Background: an optimization exercise with open tools, aiming at small area. Do not read the settings as production practice.
Only simulation tests tie the RTL to the original design; equivalence was not proved.
The clock input has no modelled driver; a real chip could not lean on it and would need a root buffer or a full tree.
Power figures rest on the tool's default switching activity, not on a simulated workload.

## calendar_time_add_minutes
module calendar_time_add_minutes #(
    parameter int MAX_ADD_MINUTES = 65535
) (
    input  wire logic                     clk,
    input  wire logic                     rst_n,
    input  wire logic                     cmd_valid,
    output wire logic                     cmd_ready,
    input  wire logic                     cmd_req_type,
    input  wire logic [cta_pkg::ADD_W-1:0]    cmd_add_minutes,
    input  wire logic [cta_pkg::DAY_W-1:0]    cmd_load_day,
    input  wire logic [cta_pkg::MONTH_W-1:0]  cmd_load_month,
    input  wire logic [cta_pkg::YEAR_W-1:0]   cmd_load_year,
    input  wire logic [cta_pkg::HOUR_W-1:0]   cmd_load_hour,
    input  wire logic [cta_pkg::MINUTE_W-1:0] cmd_load_minute,
    output wire logic                     rsp_valid,
    input  wire logic                     rsp_ready,
    output wire logic [cta_pkg::DAY_W-1:0]    rsp_out_day,
    output wire logic [cta_pkg::MONTH_W-1:0]  rsp_out_month,
    output wire logic [cta_pkg::YEAR_W-1:0]   rsp_out_year,
    output wire logic [cta_pkg::HOUR_W-1:0]   rsp_out_hour,
    output wire logic [cta_pkg::MINUTE_W-1:0] rsp_out_minute,
    output wire logic                     rsp_leap_flag,
    output wire logic [cta_pkg::DAY_W-1:0]    rsp_month_length
);
clock: 10.0 ns
lec_check: 0
cap_margin: 20
core_margin: 2
core_utilization: 40
slew_margin: 20
standard.sh (not shown) runs the stock make flow with config.mk's settings and CLKGATE_MAP_FILE= SYNTH_SCRIPT=/design/flow/synth_recipe.tcl, a recipe that flattens the netlist after the stock synthesis.
==> flow/flow/run.sh <==
#!/bin/bash
# The standard layout (standard.sh), with these changes:
#  - synthesis maps the logic with an area-oriented ABC script (flow/abc.script,
#    run with eight seeds of its &deepsyn step, keeping the smallest result;
#    flow/synth.tcl is synth_recipe.tcl plus that one change), without the
#    platform's adder cells and the Kogge-Stone carry map;
#  - the port buffers are the smallest buffer cell;
#  - the clock port drives four clkbuf_8, each feeding a quarter of the
#    flip-flops (flow/pre_cts.tcl), in place of the clock tree synthesis;
#    the rest of the flow is unchanged.
set -euo pipefail
here=$(pwd)
export MY_ABC_SCRIPT=$here/flow/abc.script
export PRE_CTS_TCL=$here/flow/pre_cts.tcl
export BUFFER_PORTS_ARGS="-buffer_cell sky130_fd_sc_hd__buf_1"
sed -e "s#SYNTH_SCRIPT=[^ ]*#SYNTH_SCRIPT=$here/flow/synth.tcl ADDER_MAP_FILE= SYNTH_OPERATIONS_ARGS=-nofsm#" standard.sh > own.sh
bash own.sh > own.log 2>&1
Other scripts of this flow, unchanged in this note and not shown: flow/flow/abc.script, flow/flow/pre_cts.tcl, flow/flow/synth.tcl
Next try:
--- a/flow/design.v
+++ b/flow/design.v
@@ -102,44 +102,44 @@
             {3'd0, 3'd4}: begin ok = 1'b1; bi = 4'd1; fld = 2'd0; end
             {3'd0, 3'd5}: begin ok = 1'b1; bi = 4'd0; fld = 2'd0; end
             {3'd1, 3'd0}: begin ok = 1'b1; bi = 4'd9; fld = 2'd0; end
             {3'd1, 3'd1}: begin ok = 1'b1; bi = 4'd8; fld = 2'd0; end
             {3'd1, 3'd2}: begin ok = 1'b1; bi = 4'd7; fld = 2'd0; end
             {3'd1, 3'd3}: begin ok = 1'b1; bi = 4'd6; fld = 2'd0; end
             {3'd1, 3'd4}: begin ok = 1'b1; bi = 4'd7; fld = 2'd1; end
             {3'd1, 3'd5}: begin ok = 1'b1; bi = 4'd6; fld = 2'd1; end
-            {3'd2, 3'd0}: begin ok = 1'b1; bi = 4'd11; fld = 2'd1; end
-            {3'd2, 3'd1}: begin ok = 1'b1; bi = 4'd10; fld = 2'd1; end
-            {3'd2, 3'd2}: begin ok = 1'b1; bi = 4'd9; fld = 2'd1; end
-            {3'd2, 3'd3}: begin ok = 1'b1; bi = 4'd8; fld = 2'd1; end
+            {3'd2, 3'd0}: begin ok = 1'b1; bi = 4'd13; fld = 2'd0; end
+            {3'd2, 3'd1}: begin ok = 1'b1; bi = 4'd12; fld = 2'd0; end
+            {3'd2, 3'd2}: begin ok = 1'b1; bi = 4'd11; fld = 2'd0; end
+            {3'd2, 3'd3}: begin ok = 1'b1; bi = 4'd10; fld = 2'd0; end
             {3'd2, 3'd4}: begin ok = 1'b1; bi = 4'd11; fld = 2'd1; end
             {3'd2, 3'd5}: begin ok = 1'b1; bi = 4'd10; fld = 2'd1; end
-            {3'd3, 3'd0}: begin ok = 1'b1; bi = 4'd13; fld = 2'd0; end
-            {3'd3, 3'd1}: begin ok = 1'b1; bi = 4'd12; fld = 2'd0; end
-            {3'd3, 3'd2}: begin ok = 1'b1; bi = 4'd11; fld = 2'd0; end
-            {3'd3, 3'd3}: begin ok = 1'b1; bi = 4'd10; fld = 2'd0; end
-            {3'd3, 3'd4}: begin ok = 1'b1; bi = 4'd12; fld = 2'd2; end
-            {3'd3, 3'd5}: begin ok = 1'b1; bi = 4'd13; fld = 2'd2; end
+            {3'd3, 3'd0}: begin ok = 1'b1; bi = 4'd11; fld = 2'd1; end
+            {3'd3, 3'd1}: begin ok = 1'b1; bi = 4'd10; fld = 2'd1; end
+            {3'd3, 3'd2}: begin ok = 1'b1; bi = 4'd15; fld = 2'd0; end
+            {3'd3, 3'd3}: begin ok = 1'b1; bi = 4'd14; fld = 2'd0; end
+            {3'd3, 3'd4}: begin ok = 1'b1; bi = 4'd15; fld = 2'd1; end
+            {3'd3, 3'd5}: begin ok = 1'b1; bi = 4'd14; fld = 2'd1; end
             {3'd4, 3'd0}: begin ok = 1'b1; bi = 4'd14; fld = 2'd1; end
             {3'd4, 3'd1}: begin ok = 1'b1; bi = 4'd12; fld = 2'd1; end
-            {3'd4, 3'd2}: begin ok = 1'b1; bi = 4'd14; fld = 2'd2; end
-            {3'd4, 3'd3}: begin ok = 1'b1; bi = 4'd12; fld = 2'd1; end
-            {3'd4, 3'd4}: begin ok = 1'b1; bi = 4'd13; fld = 2'd2; end
-            {3'd4, 3'd5}: begin ok = 1'b1; bi = 4'd14; fld = 2'd1; end
+            {3'd4, 3'd2}: begin ok = 1'b1; bi = 4'd9; fld = 2'd1; end
+            {3'd4, 3'd3}: begin ok = 1'b1; bi = 4'd8; fld = 2'd1; end
+            {3'd4, 3'd4}: begin ok = 1'b1; bi = 4'd12; fld = 2'd2; end
+            {3'd4, 3'd5}: begin ok = 1'b1; bi = 4'd13; fld = 2'd2; end
             {3'd5, 3'd0}: begin ok = 1'b1; bi = 4'd15; fld = 2'd1; end
             {3'd5, 3'd1}: begin ok = 1'b1; bi = 4'd13; fld = 2'd1; end
-            {3'd5, 3'd2}: begin ok = 1'b1; bi = 4'd15; fld = 2'd0; end
-            {3'd5, 3'd3}: begin ok = 1'b1; bi = 4'd14; fld = 2'd0; end
+            {3'd5, 3'd2}: begin ok = 1'b1; bi = 4'd14; fld = 2'd2; end
+            {3'd5, 3'd3}: begin ok = 1'b1; bi = 4'd12; fld = 2'd1; end
             {3'd5, 3'd4}: begin ok = 1'b1; bi = 4'd13; fld = 2'd2; end
             {3'd5, 3'd5}: begin ok = 1'b1; bi = 4'd14; fld = 2'd2; end
             {3'd6, 3'd0}: begin ok = 1'b1; bi = 4'd15; fld = 2'd1; end
             {3'd6, 3'd1}: begin ok = 1'b1; bi = 4'd15; fld = 2'd2; end
             {3'd6, 3'd3}: begin ok = 1'b1; bi = 4'd15; fld = 2'd2; end
-            {3'd6, 3'd4}: begin ok = 1'b1; bi = 4'd15; fld = 2'd1; end
+            {3'd6, 3'd4}: begin ok = 1'b1; bi = 4'd13; fld = 2'd2; end
             {3'd6, 3'd5}: begin ok = 1'b1; bi = 4'd14; fld = 2'd2; end
             default: begin ok = 1'b0; bi = 4'd0; fld = 2'd0; end
         endcase
     end
     assign rot       = (pass == 3'd7) && !cnt_q[4];
     assign fin       = (pass == 3'd7) && cnt_q[4];
     assign op        = is_add && pulse && ok && cmd_add_minutes[bi];
     assign cmd_ready = work && fin;
@@ -216,17 +216,17 @@
                     day_q <= (day_q == mlen) ? 5'd1 : day_q + 5'd1;
                 if (inc_mo)
                     mon_q <= (mon_q == 4'd12) ? 4'd1 : mon_q + 4'd1;
             end
         end
     end
     always_ff @(posedge clk)
     begin
-        if (!work || fin)
+        if (!work)
             cnt_q <= '0;
         else
             cnt_q <= cnt_q + 9'd1;
         yres_q <= rot ? rn : 5'd0;
         if (!work)
             yc_q <= 1'b0;
         else if (rot)
             yc_q <= year_q[0] & yc_q;
=> Sequential power hardly moves. Final cell count fell by 2.8%. Routed wire length goes down by 5.2%. Synthesized area decreases by 1.4%. Via count goes down by 2.2%. Global-route usage is lower by 0.73 points.
No run of this note takes its clock network from TritonCTS; it comes from the design's own scripts or RTL.

afterwards: timing with drivers on the ports:
Ports are ideal in the flow. The routed layouts listed here were re-timed in OpenROAD.
Step 1, drivers: a clkbuf_16 drives clk and a buf_2 each remaining input, both assumed.
Step 2 times the ports against the registers' clock, not the clock port: input delays grow and output delays shrink by t, the midpoint of the rising clock arrivals with the driver on.
Slacks: ideal / step 1 / step 2; pairs: ideal / step 1.
run | t, ns | slack for setup (ns) | hold slack, ns | worst slew at a driven data input, ns
the first run | 0.205 | 3.910 / 3.946 / 3.741 | 0.480 / 0.480 / 0.480 | 0.04
the second run | 0.199 | 5.025 / 5.000 / 4.913 | 0.474 / 0.474 / 0.474 | 0.04
After both steps setup and hold are still met in every run listed. For the first run, which loses most, drivers alone change the setup slack by +0.036 ns; drivers and shift together by -0.169 ns.
